Source: an optimization exercise on an open RTL-to-GDS flow (aim: a short achievable clock period and few clock cycles). Production flows keep margins and buffers that such runs may drop. For this run, only the layout was checked, not whether the RTL still works. Power figures rest on the tool's default switching activity, not on a simulated workload.

File: config.mk
export PLATFORM = sky130hd
export DESIGN_NAME = pipelineCpu
export DESIGN_NICKNAME = pipelineCpu
export VERILOG_FILES = /design/flow/design.v
export SDC_FILE = /design/flow/constraint.sdc
export NUM_CORES = 4
export LEC_CHECK = 0
export ABC_CLOCK_PERIOD_IN_PS = 3000
export CAP_MARGIN = 20
export CORE_MARGIN = 2
export CORE_UTILIZATION = 40
export SETUP_SLACK_MARGIN = 4.0
export SLEW_MARGIN = 20
export TNS_END_PERCENT = 100
File: constraint.sdc
create_clock -name core_clock -period 7.5 [get_ports {CLK}]
set_input_delay 1.5000 -clock core_clock [delete_from_list [all_inputs] [get_ports {CLK}]]
set_output_delay 1.5000 -clock core_clock [all_outputs]
set_load 0.01 [all_outputs]
File: design.v
module fetchStage (
    input  logic        CLK,
    input  logic        arstN,
    input  logic        hold,
    input  logic        redirect,
    input  logic [9:0]  redirectPc,
    input  logic [31:0] instWord,
    output logic [31:0] instAddr,
    output logic        ifIdValid,
    output logic [31:0] ifIdInst,
    output logic        ifIdPred,
    output logic [9:0]  ifIdPcInc,
    output logic [9:0]  ifIdTarget
);
    logic [9:0] pc;
    logic [9:0] pcInc;
    logic [9:0] target;
    logic       pred;
    assign instAddr = {20'd0, pc, 2'b00};
    assign pcInc    = pc + 10'd1;
    assign target   = pc + {instWord[7], instWord[30:25], instWord[11:9]};
    assign pred     = (instWord[6:0] == 7'b1100011) &&
                      ((instWord[19:15] == instWord[24:20]) != instWord[12]);
    always_ff @(posedge CLK or negedge arstN) begin
        if (!arstN) begin
            pc        <= 10'd0;
            ifIdValid <= 1'b0;
        end else if (redirect) begin
            pc        <= redirectPc;
            ifIdValid <= 1'b0;
        end else if (!hold) begin
            pc        <= pred ? target : pcInc;
            ifIdValid <= 1'b1;
        end
    end
    always_ff @(posedge CLK) begin
        if (!hold) begin
            ifIdInst   <= instWord;
            ifIdPred   <= pred;
            ifIdPcInc  <= pcInc;
            ifIdTarget <= target;
        end
    end
endmodule
module decodeStage (
    input  logic        CLK,
    input  logic        arstN,
    input  logic        ifIdValid,
    input  logic [31:0] ifIdInst,
    input  logic        ifIdPred,
    input  logic [9:0]  ifIdPcInc,
    input  logic [9:0]  ifIdTarget,
    input  logic        redirect,
    input  logic        wbWrEn,
    input  logic [4:0]  wbRd,
    input  logic [31:0] wbData,
    output logic        hold,
    output logic        idExValid,
    output logic        idExRegWrEn,
    output logic        idExMemRd,
    output logic        idExLateLoad,
    output logic        idExMemWr,
    output logic        idExIsBranch,
    output logic        idExBranchNe,
    output logic        idExPred,
    output logic        idExIsHalt,
    output logic [7:0]  idExOp,
    output logic [4:0]  idExRd,
    output logic        idExFwdA,
    output logic        idExFwdB,
    output logic        idExFwdS,
    output logic [31:0] idExA,
    output logic [31:0] idExB,
    output logic [31:0] idExS,
    output logic [9:0]  idExAltPc,
    output logic [11:0] idExLoadAddr
);
    localparam logic [6:0] OpCompute = 7'b0110011;
    localparam logic [6:0] OpImm     = 7'b0010011;
    localparam logic [6:0] OpLui     = 7'b0110111;
    localparam logic [6:0] OpLoad    = 7'b0000011;
    localparam logic [6:0] OpStore   = 7'b0100011;
    localparam logic [6:0] OpBranch  = 7'b1100011;
    localparam int SelAdd = 0;
    localparam int SelSub = 1;
    localparam int SelAnd = 2;
    localparam int SelOr  = 3;
    localparam int SelXor = 4;
    localparam int SelSlt = 5;
    localparam int SelSll = 6;
    localparam int SelSrl = 7;
    logic [31:0] regFile [1:31];
    logic [6:0]  opcode;
    logic [2:0]  funct3;
    logic [6:0]  funct7;
    logic [4:0]  rs1Idx;
    logic [4:0]  rs2Idx;
    logic [4:0]  rdIdx;
    logic [7:0]  op;
    logic        srcBImm;
    logic        regWrEn;
    logic        memRd;
    logic        memWr;
    logic        isBranch;
    logic        branchNe;
    logic        isHalt;
    logic        badFunct;
    logic        usesRs1;
    logic        usesRs2;
    logic        fwdA;
    logic        lateLoad;
    logic [31:0] imm;
    logic [31:0] rs1Data;
    logic [31:0] rs2Data;
    logic        issue;
    logic        haltSeen;
    logic        exWillWr;
    assign opcode = ifIdInst[6:0];
    assign funct3 = ifIdInst[14:12];
    assign funct7 = ifIdInst[31:25];
    assign rdIdx  = ifIdInst[11:7];
    assign rs2Idx = ifIdInst[24:20];
    assign rs1Idx = (opcode == OpLui) ? 5'd0 : ifIdInst[19:15];
    always_comb begin
        op       = 8'd0;
        op[SelAdd] = 1'b1;
        srcBImm  = 1'b0;
        regWrEn  = 1'b0;
        memRd    = 1'b0;
        memWr    = 1'b0;
        isBranch = 1'b0;
        branchNe = 1'b0;
        isHalt   = 1'b0;
        badFunct = 1'b0;
        usesRs1  = 1'b1;
        usesRs2  = 1'b0;
        case (opcode)
            OpCompute, OpImm: begin
                usesRs2 = (opcode == OpCompute);
                srcBImm = (opcode == OpImm);
                regWrEn = 1'b1;
                op      = 8'd0;
                case (funct3)
                    3'b000: begin
                        if (opcode == OpCompute && funct7 == 7'b0100000) begin
                            op[SelSub] = 1'b1;
                        end else begin
                            op[SelAdd] = 1'b1;
                        end
                    end
                    3'b001: op[SelSll] = 1'b1;
                    3'b010: op[SelSlt] = 1'b1;
                    3'b100: op[SelXor] = 1'b1;
                    3'b101: op[SelSrl] = 1'b1;
                    3'b110: op[SelOr]  = 1'b1;
                    3'b111: op[SelAnd] = 1'b1;
                    default: badFunct = 1'b1;
                endcase
                if (opcode == OpCompute || funct3 == 3'b001 || funct3 == 3'b101) begin
                    badFunct = badFunct | !(funct7 == 7'b0000000 ||
                        (opcode == OpCompute && funct3 == 3'b000 && funct7 == 7'b0100000));
                end
            end
            OpLui: begin
                srcBImm = 1'b1;
                regWrEn = 1'b1;
            end
            OpLoad: begin
                srcBImm  = 1'b1;
                regWrEn  = 1'b1;
                memRd    = 1'b1;
                badFunct = (funct3 != 3'b010);
            end
            OpStore: begin
                usesRs2  = 1'b1;
                srcBImm  = 1'b1;
                memWr    = 1'b1;
                badFunct = (funct3 != 3'b010);
            end
            OpBranch: begin
                usesRs2  = 1'b1;
                isBranch = 1'b1;
                branchNe = (funct3 == 3'b001);
                badFunct = !(funct3 == 3'b000 || funct3 == 3'b001);
            end
            default: begin
                isHalt  = 1'b1;
                usesRs1 = 1'b0;
            end
        endcase
        if (opcode == OpLui) begin
            usesRs1 = 1'b0;
        end
        if (badFunct) begin
            usesRs1  = 1'b0;
            usesRs2  = 1'b0;
            regWrEn  = 1'b0;
            memRd    = 1'b0;
            memWr    = 1'b0;
            isBranch = 1'b0;
            isHalt   = 1'b1;
        end
        if (rdIdx == 5'd0) begin
            regWrEn = 1'b0;
        end
    end
    always_comb begin
        case (opcode)
            OpStore: imm = {{20{ifIdInst[31]}}, ifIdInst[31:25], ifIdInst[11:7]};
            OpLui:   imm = {ifIdInst[31:12], 12'b0};
            default: imm = {{20{ifIdInst[31]}}, ifIdInst[31:20]};
        endcase
    end
    always_ff @(posedge CLK) begin
        if (wbWrEn) begin
            regFile[wbRd] <= wbData;
        end
    end
    always_comb begin
        if (rs1Idx == 5'd0) begin
            rs1Data = 32'd0;
        end else if (wbWrEn && wbRd == rs1Idx) begin
            rs1Data = wbData;
        end else begin
            rs1Data = regFile[rs1Idx];
        end
        if (rs2Idx == 5'd0) begin
            rs2Data = 32'd0;
        end else if (wbWrEn && wbRd == rs2Idx) begin
            rs2Data = wbData;
        end else begin
            rs2Data = regFile[rs2Idx];
        end
    end
    assign exWillWr = idExValid && idExRegWrEn;
    assign fwdA     = exWillWr && idExRd == rs1Idx && rs1Idx != 5'd0;
    assign lateLoad = memRd && fwdA;
    assign hold  = haltSeen || (ifIdValid && idExValid && (
                   (memRd && !fwdA && (idExMemWr || idExLateLoad)) ||
                   (idExLateLoad && ((usesRs1 && rs1Idx == idExRd) ||
                                     (usesRs2 && rs2Idx == idExRd)))));
    assign issue = ifIdValid && !hold && !redirect;
    always_ff @(posedge CLK or negedge arstN) begin
        if (!arstN) begin
            haltSeen  <= 1'b0;
            idExValid <= 1'b0;
        end else begin
            haltSeen  <= haltSeen || (issue && isHalt);
            idExValid <= issue;
        end
    end
    always_ff @(posedge CLK) begin
        idExRegWrEn  <= regWrEn;
        idExMemRd    <= memRd && !fwdA;
        idExLateLoad <= lateLoad;
        idExMemWr    <= memWr;
        idExIsBranch <= isBranch;
        idExBranchNe <= branchNe;
        idExPred     <= ifIdPred;
        idExIsHalt   <= isHalt;
        idExOp       <= (memRd && !fwdA) ? 8'd0 : op;
        idExRd       <= rdIdx;
        idExFwdA     <= fwdA;
        idExFwdB     <= exWillWr && idExRd == rs2Idx && rs2Idx != 5'd0 && !srcBImm;
        idExFwdS     <= exWillWr && idExRd == rs2Idx && rs2Idx != 5'd0;
        idExA        <= rs1Data;
        idExB        <= srcBImm ? imm : rs2Data;
        idExS        <= rs2Data;
        idExAltPc    <= ifIdPred ? ifIdPcInc : ifIdTarget;
        idExLoadAddr <= rs1Data[11:0] + imm[11:0];
    end
endmodule
module executeStage (
    input  logic        CLK,
    input  logic        arstN,
    input  logic        idExValid,
    input  logic        idExRegWrEn,
    input  logic        idExMemRd,
    input  logic        idExLateLoad,
    input  logic        idExMemWr,
    input  logic        idExIsBranch,
    input  logic        idExBranchNe,
    input  logic        idExPred,
    input  logic        idExIsHalt,
    input  logic [7:0]  idExOp,
    input  logic [4:0]  idExRd,
    input  logic        idExFwdA,
    input  logic        idExFwdB,
    input  logic        idExFwdS,
    input  logic [31:0] idExA,
    input  logic [31:0] idExB,
    input  logic [31:0] idExS,
    input  logic [9:0]  idExAltPc,
    input  logic [31:0] dataRdData,
    output logic        exWbLateLoad,
    output logic        redirect,
    output logic [9:0]  redirectPc,
    output logic        exWbValid,
    output logic        exWbRegWrEn,
    output logic        exWbMemWr,
    output logic        exWbIsHalt,
    output logic [4:0]  exWbRd,
    output logic [31:0] exWbResult,
    output logic [31:0] exWbStoreData
);
    logic [31:0] opA;
    logic [31:0] opB;
    logic [31:0] storeData;
    logic [31:0] sum;
    logic [31:0] diff;
    logic        lt;
    logic [31:0] result;
    logic        taken;
    assign opA       = idExFwdA ? exWbResult : idExA;
    assign opB       = idExFwdB ? exWbResult : idExB;
    assign storeData = idExFwdS ? exWbResult : idExS;
    assign sum  = opA + opB;
    assign diff = opA - opB;
    assign lt   = (opA[31] != opB[31]) ? opA[31] : diff[31];
    always_comb begin
        result = ({32{idExOp[0]}} & sum)
               | ({32{idExOp[1]}} & diff)
               | ({32{idExOp[2]}} & (opA & opB))
               | ({32{idExOp[3]}} & (opA | opB))
               | ({32{idExOp[4]}} & (opA ^ opB))
               | ({32{idExOp[5]}} & {31'd0, lt})
               | ({32{idExOp[6]}} & (opA << opB[4:0]))
               | ({32{idExOp[7]}} & (opA >> opB[4:0]))
               | ({32{idExMemRd}} & dataRdData);
    end
    assign taken      = (opA == opB) != idExBranchNe;
    assign redirect   = idExValid && idExIsBranch && (taken != idExPred);
    assign redirectPc = idExAltPc;
    always_ff @(posedge CLK or negedge arstN) begin
        if (!arstN) begin
            exWbValid   <= 1'b0;
            exWbRegWrEn <= 1'b0;
            exWbMemWr   <= 1'b0;
            exWbIsHalt  <= 1'b0;
            exWbLateLoad <= 1'b0;
        end else begin
            exWbLateLoad <= idExValid && idExLateLoad;
            exWbValid   <= idExValid;
            exWbRegWrEn <= idExValid && idExRegWrEn;
            exWbMemWr   <= idExValid && idExMemWr;
            exWbIsHalt  <= exWbIsHalt || (idExValid && idExIsHalt);
        end
    end
    always_ff @(posedge CLK) begin
        exWbRd        <= idExRd;
        exWbResult    <= result;
        exWbStoreData <= storeData;
    end
endmodule
module memWriteStage (
    input  logic        exWbMemWr,
    input  logic        exWbLateLoad,
    input  logic [31:0] exWbResult,
    input  logic [31:0] exWbStoreData,
    input  logic [11:0] idExLoadAddr,
    input  logic [31:0] dataRdData,
    output logic [31:0] wbData,
    output logic [31:0] dataAddr,
    output logic        dataWrEn,
    output logic [31:0] dataWrData
);
    assign dataAddr   = (exWbMemWr || exWbLateLoad) ? exWbResult : {20'd0, idExLoadAddr};
    assign wbData     = exWbLateLoad ? dataRdData : exWbResult;
    assign dataWrEn   = exWbMemWr;
    assign dataWrData = exWbStoreData;
endmodule
module pipelineCpu (
    input  logic        CLK,
    input  logic        arstN,
    output logic [31:0] instAddr,
    input  logic [31:0] instWord,
    output logic [31:0] dataAddr,
    output logic        dataWrEn,
    output logic [31:0] dataWrData,
    input  logic [31:0] dataRdData,
    output logic        halt
);
    logic        ifIdValid;
    logic [31:0] ifIdInst;
    logic        ifIdPred;
    logic [9:0]  ifIdPcInc;
    logic [9:0]  ifIdTarget;
    logic        hold;
    logic        redirect;
    logic [9:0]  redirectPc;
    logic        idExValid;
    logic        idExRegWrEn;
    logic        idExMemRd;
    logic        idExMemWr;
    logic        idExIsBranch;
    logic        idExBranchNe;
    logic        idExPred;
    logic        idExIsHalt;
    logic [7:0]  idExOp;
    logic [4:0]  idExRd;
    logic        idExFwdA;
    logic        idExFwdB;
    logic        idExFwdS;
    logic [31:0] idExA;
    logic [31:0] idExB;
    logic [31:0] idExS;
    logic [9:0]  idExAltPc;
    logic [11:0] idExLoadAddr;
    logic        idExLateLoad;
    logic        exWbLateLoad;
    logic [31:0] wbData;
    logic        exWbValid;
    logic        exWbRegWrEn;
    logic        exWbMemWr;
    logic        exWbIsHalt;
    logic [4:0]  exWbRd;
    logic [31:0] exWbResult;
    logic [31:0] exWbStoreData;
    fetchStage i_fetchStage (
        .CLK        (CLK),
        .arstN      (arstN),
        .hold       (hold),
        .redirect   (redirect),
        .redirectPc (redirectPc),
        .instWord   (instWord),
        .instAddr   (instAddr),
        .ifIdValid  (ifIdValid),
        .ifIdInst   (ifIdInst),
        .ifIdPred   (ifIdPred),
        .ifIdPcInc  (ifIdPcInc),
        .ifIdTarget (ifIdTarget)
    );
    decodeStage i_decodeStage (
        .CLK          (CLK),
        .arstN        (arstN),
        .ifIdValid    (ifIdValid),
        .ifIdInst     (ifIdInst),
        .ifIdPred     (ifIdPred),
        .ifIdPcInc    (ifIdPcInc),
        .ifIdTarget   (ifIdTarget),
        .redirect     (redirect),
        .wbWrEn       (exWbRegWrEn),
        .wbRd         (exWbRd),
        .wbData       (wbData),
        .hold         (hold),
        .idExValid    (idExValid),
        .idExRegWrEn  (idExRegWrEn),
        .idExMemRd    (idExMemRd),
        .idExLateLoad (idExLateLoad),
        .idExMemWr    (idExMemWr),
        .idExIsBranch (idExIsBranch),
        .idExBranchNe (idExBranchNe),
        .idExPred     (idExPred),
        .idExIsHalt   (idExIsHalt),
        .idExOp       (idExOp),
        .idExRd       (idExRd),
        .idExFwdA     (idExFwdA),
        .idExFwdB     (idExFwdB),
        .idExFwdS     (idExFwdS),
        .idExA        (idExA),
        .idExB        (idExB),
        .idExS        (idExS),
        .idExAltPc    (idExAltPc),
        .idExLoadAddr (idExLoadAddr)
    );
    executeStage i_executeStage (
        .CLK           (CLK),
        .arstN         (arstN),
        .idExValid     (idExValid),
        .idExRegWrEn   (idExRegWrEn),
        .idExMemRd     (idExMemRd),
        .idExLateLoad  (idExLateLoad),
        .idExMemWr     (idExMemWr),
        .idExIsBranch  (idExIsBranch),
        .idExBranchNe  (idExBranchNe),
        .idExPred      (idExPred),
        .idExIsHalt    (idExIsHalt),
        .idExOp        (idExOp),
        .idExRd        (idExRd),
        .idExFwdA      (idExFwdA),
        .idExFwdB      (idExFwdB),
        .idExFwdS      (idExFwdS),
        .idExA         (idExA),
        .idExB         (idExB),
        .idExS         (idExS),
        .idExAltPc     (idExAltPc),
        .dataRdData    (dataRdData),
        .exWbLateLoad  (exWbLateLoad),
        .redirect      (redirect),
        .redirectPc    (redirectPc),
        .exWbValid     (exWbValid),
        .exWbRegWrEn   (exWbRegWrEn),
        .exWbMemWr     (exWbMemWr),
        .exWbIsHalt    (exWbIsHalt),
        .exWbRd        (exWbRd),
        .exWbResult    (exWbResult),
        .exWbStoreData (exWbStoreData)
    );
    memWriteStage i_memWriteStage (
        .exWbMemWr     (exWbMemWr),
        .exWbLateLoad  (exWbLateLoad),
        .exWbResult    (exWbResult),
        .exWbStoreData (exWbStoreData),
        .idExLoadAddr  (idExLoadAddr),
        .dataRdData    (dataRdData),
        .wbData        (wbData),
        .dataAddr      (dataAddr),
        .dataWrEn      (dataWrEn),
        .dataWrData    (dataWrData)
    );
    assign halt = exWbIsHalt;
endmodule
File: run.sh
#!/bin/bash
# synth_recipe.tcl (not shown) runs the flow's synth.tcl, then flattens the netlist and writes it again
# the make line also repeats each setting of config.mk as NAME=value (left out here)
make -C /OpenROAD-flow-scripts/flow DESIGN_CONFIG=/design/flow/config.mk WORK_HOME=/design/flow/orfs CLKGATE_MAP_FILE= SYNTH_SCRIPT=/design/flow/synth_recipe.tcl finish
==> run notes <==
-- power by group through the flow --
stage | registers [mW] | logic [mW] | clock network, mW
floorplan | 8.29 | 1.15 | 0
global placement | 8.40 | 1.86 | 0
detailed placement | 8.39 | 1.87 | 0
CTS | 8.26 | 2.08 | 7.19
global route | 8.28 | 2.35 | 7.47
finish | 8.27 | 2.25 | 7.15
-- path summary, 6_finish.rpt --
kind	slack [ns]	depth (start not counted)	start	to
max	2.96	17	i_decodeStage.idExFwdB	i_executeStage.exWbResult[31]
min	0.39	0	i_decodeStage.idExRd[2]	i_executeStage.exWbRd[2]
max reg2reg	2.96	17	i_decodeStage.idExFwdB	i_executeStage.exWbResult[31]
min reg2reg	0.39	0	i_decodeStage.idExRd[2]	i_executeStage.exWbRd[2]
max in group asynchronous	5.51	1	arstN	i_executeStage.exWbLateLoad
min in group asynchronous	1.26	1	arstN	i_fetchStage.pc[8]
-- flip-flops by register name (all words and copies together), names as in the netlist, 5 cells and up, named ones only --
register                      count
i_decodeStage.regFile           992
i_decodeStage.idExA              32
i_decodeStage.idExB              32
i_decodeStage.idExS              32
i_executeStage.exWbResult        32
i_executeStage.exWbStoreData     32
i_fetchStage.ifIdInst            32
i_decodeStage.idExLoadAddr       12
i_decodeStage.idExAltPc          10
i_fetchStage.ifIdPcInc           10
i_fetchStage.ifIdTarget          10
i_fetchStage.pc                  10
i_decodeStage.idExOp              8
i_decodeStage.idExRd              5
i_executeStage.exWbRd             5
-- metrics by stage --
stage / area [µm²] / instances / setup WS [ns]
5_1_grt: 81000 / 8042 / 2.84
3_5_place_dp: 70400 / 7487 / 1.37
6_report: 81000 / 8045 / 2.96
4_1_cts: 79200 / 7963 / 3.13
3_3_place_gp: 70400 / 7485 / 1.35
2_1_floorplan: 67100 / 5463 / 3.16
-- cell usage in the layout (no fill, tap or decap), drive strengths merged, types with 135 or more instances in the layout --
cell type	Yosys	final
a211oi	198	198
a21oi	303	303
buf	193	434
clkbuf	251	192
dfxtp	216	216
edfxtp	1045	1045
mux2i	336	336
mux4	276	276
nand2	641	646
nand3	135	135
nor2	332	332
o21ai	201	201
-- metal layers --
metal	vias up	share of wire, %
met2	3777	45
met3	936	11
met1	26200	36
li1	21600	-
met4	8	7.5
met5	-	0.020
-- critical path: stages (launching register included) --
cell,delay (ns)
dfxtp_4,0.49
buf_12,0.16
buf_16,0.14
mux2i_4,0.29
ha_4,0.26
or4_4,0.44
nand3b_1,0.23
o21ai_4,0.37
a31oi_4,0.17
o31ai_4,0.27
a21oi_2,0.08
o21bai_2,0.16
fa_1,0.43
a222oi_1,0.34
o211ai_1,0.14
a31oi_1,0.18
o221a_2,0.20
o21ai_1,0.06
-- cell type report --
cell class,instances,area [µm²],area share (%)
Sequential cell,1278,36200,44.7
Multi-Input combinational cell,3623,30700,37.9
Timing Repair Buffer,562,6130,7.57
Clock buffer,184,3840,4.75
Tap cell,2189,2740,3.38
Clock inverter,77,877,1.08
Inverter,128,504,0.623
Timing Repair inverter,1,7.51,0.00927
Antenna cell,3,7.51,0.00927
-- timing repair --
item | CTS | global route
hold buffers | 0 | 0
endpoints found under the setup margin | 233 | 258
gates cloned | 23 | 12
gates resized for setup | 565 | 225
pin swaps | 90 | 101
buffers inserted | 192 | 67
hold endpoints to repair | 0 | 0
-- kinds of logic after synthesis --
group           count (synthesis)  share of synthesized area [%]
flops                        1278                           54.4
mux                           730                           16.5
xor+xnor                       73                          0.963
other cells                     1                        0.00565
simple gates                 1394                           9.24
compound gates               1272                           12.9
buf+inv                       572                           3.60
fa+ha+maj                     122                           2.36
==> impl_metrics.py <==
metrics = {
    "global_route": {
        "overflow": 0,
        "grt.total_usage_pct": 31.2,
        "use_met2_pct": 48.8,
        "grt.busiest_layer": "met2",
        "grt_max_degree": 123,
        "met1_usage_pct": 39.6,
        "use_met3_pct": 6.73,
        "grt_pass1_wl_mm": 378,
        "grt_pass1_vias": 50500,
        "antenna_found_initial": 15,
    },
    "floorplan": {
        "core_region_area_um2": 165000,
        "fp-row-count": 149,
        "fp.dieH_um": 411,
        "io-pin-count": 164,
        "initial_core_util_pct": 40.3,
        "dieWidth_um": 411,
        "die_area_um2": 169000,
    },
    "setup_path": {
        "worstSetupPathType": "reg -> reg",
        "crit_fanout": 7,
        "cp_data_arrival_time_ns": 5.23,
        "cp-start-kind": "flip-flop",
        "worstPathRequired_ns": 8.19,
        "worstSetupEndpointType": "flip-flop",
    },
    "route": {
        "ant_nets": 0,
        "vias": 52500,
        "drcViolationCount": 0,
        "drt_iter0_markers": 7504,
        "wl_per_cell_um": 34.0,
        "vias_per_cell": 6.53,
        "dr.pass1.iters": 7,
        "routed_wirelength_mm": 274,
    },
    "logic_synthesis": {
        "ys_types": 90,
        "seq_area_frac_synth_pct": 54.4,
        "synth_warnings": 3,
        "ys.flop_type": "edfxtp_1",
        "synthTopCellsByCount": "edfxtp_1 (1045), nand2_1 (641), nor2_1 (332), mux2i_1 (330), a21oi_1 (301)",
        "async_reset_ff_share_pct": 1.33,
        "netlist_area_um2": 66400,
        "netlist.area_leader.share_pct": 47.3,
        "synth_most_common_cell": "edfxtp_1",
        "ys_ff_latch": 1278,
        "synth-edff-count": 1045,
        "synth_top_area_cell": "edfxtp_1",
        "syn_inst": 5442,
        "synth.avg_cell_area_um2": 12.2,
        "synth_area_leaders": "edfxtp_1 (47%), mux4_2 (9.4%), dfxtp_1 (6.5%)",
    },
    "power_and_ir_drop": {
        "ir_drop_uv": 230,
        "p_clk_share_pct": 40.5,
        "cellPowerDensity_nw_per_um2": 218,
        "total_power_mw": 17.7,
        "pwr-share-comb_pct": 12.7,
        "p_sw_share_pct": 26.3,
        "p_int_mw": 13.0,
        "seq_power_share_pct": 46.8,
        "p_leak_nw": 28.3,
        "power_switching_mw": 4.65,
    },
    "clock_tree": {
        "root_buffer": "clkbuf_16",
        "cts.clk_slew.worst_paths_ns": 0.06,
        "cts_tree": "yes",
        "ctsHtreeMaxLevel": 4,
        "cts_buffers": 141,
        "cts_buffer_depth": 3,
        "clock-sinks": 1278,
        "clk_latency_ns": 0.83,
    },
    "sta": {
        "setup_viol": 0,
        "hold_ws_ns": 0.395,
        "slew_violations": 0,
        "slew_headroom_pct": 24.1,
        "finalHoldViolCount": 0,
        "setup_tns_ns": 0,
        "skew_ns": 0.0434,
        "max_freq_mhz": 220,
        "rsz0062_at_grt": "yes",
        "period_minus_slack_ns": 4.54,
        "period_share_pct": 60.5,
        "worstMarginPinSlew_ns": 1.14,
    },
    "layout": {
        "layout.nets": 5923,
        "fin_util_pct": 49.1,
        "area_growth_pct": 22.0,
        "drive_gt1_share_pct": 24.8,
        "fillerInstances": 14300,
    },
    "place": {
        "numPortBuffers": 141,
        "gp_congestion": 1.02,
        "hpwl_mm": 168,
    },
    "run": {
        "max-cap-violations": 0,
    },
    "run_status": {
        "outcome": "finished clean",
    },
    "hold_path": {
        "hold_class": "reg -> reg",
    },
}

-- port drivers added, routing unchanged --
How much do the figures lean on ideal ports? The routed layout below was timed once more, with nothing changed but the port constraints. Step 1: set_driving_cell puts a clkbuf_16 on CLK and a buf_2 on each other input, an assumption about the parent block. Step 2 adds t to the input delays and takes it off the output delays; t is the mean of the earliest and latest rising clock arrival at the registers after step 1. Input paths then give back, and output paths get back, about the clock's delay inside the block. a / b / c = ideal / step 1 / step 2; a / b = the first two.
shift t [ns]: 0.889
slack for setup (ns): 2.960 / 2.960 / 2.404
hold WS [ns]: 0.395 / 0.395 / 0.395
worst setup path at the end: input to register
After both steps this run still meets setup and hold. The setup slack of this run moves by 0.000 ns with the drivers and by -0.556 ns with both steps.
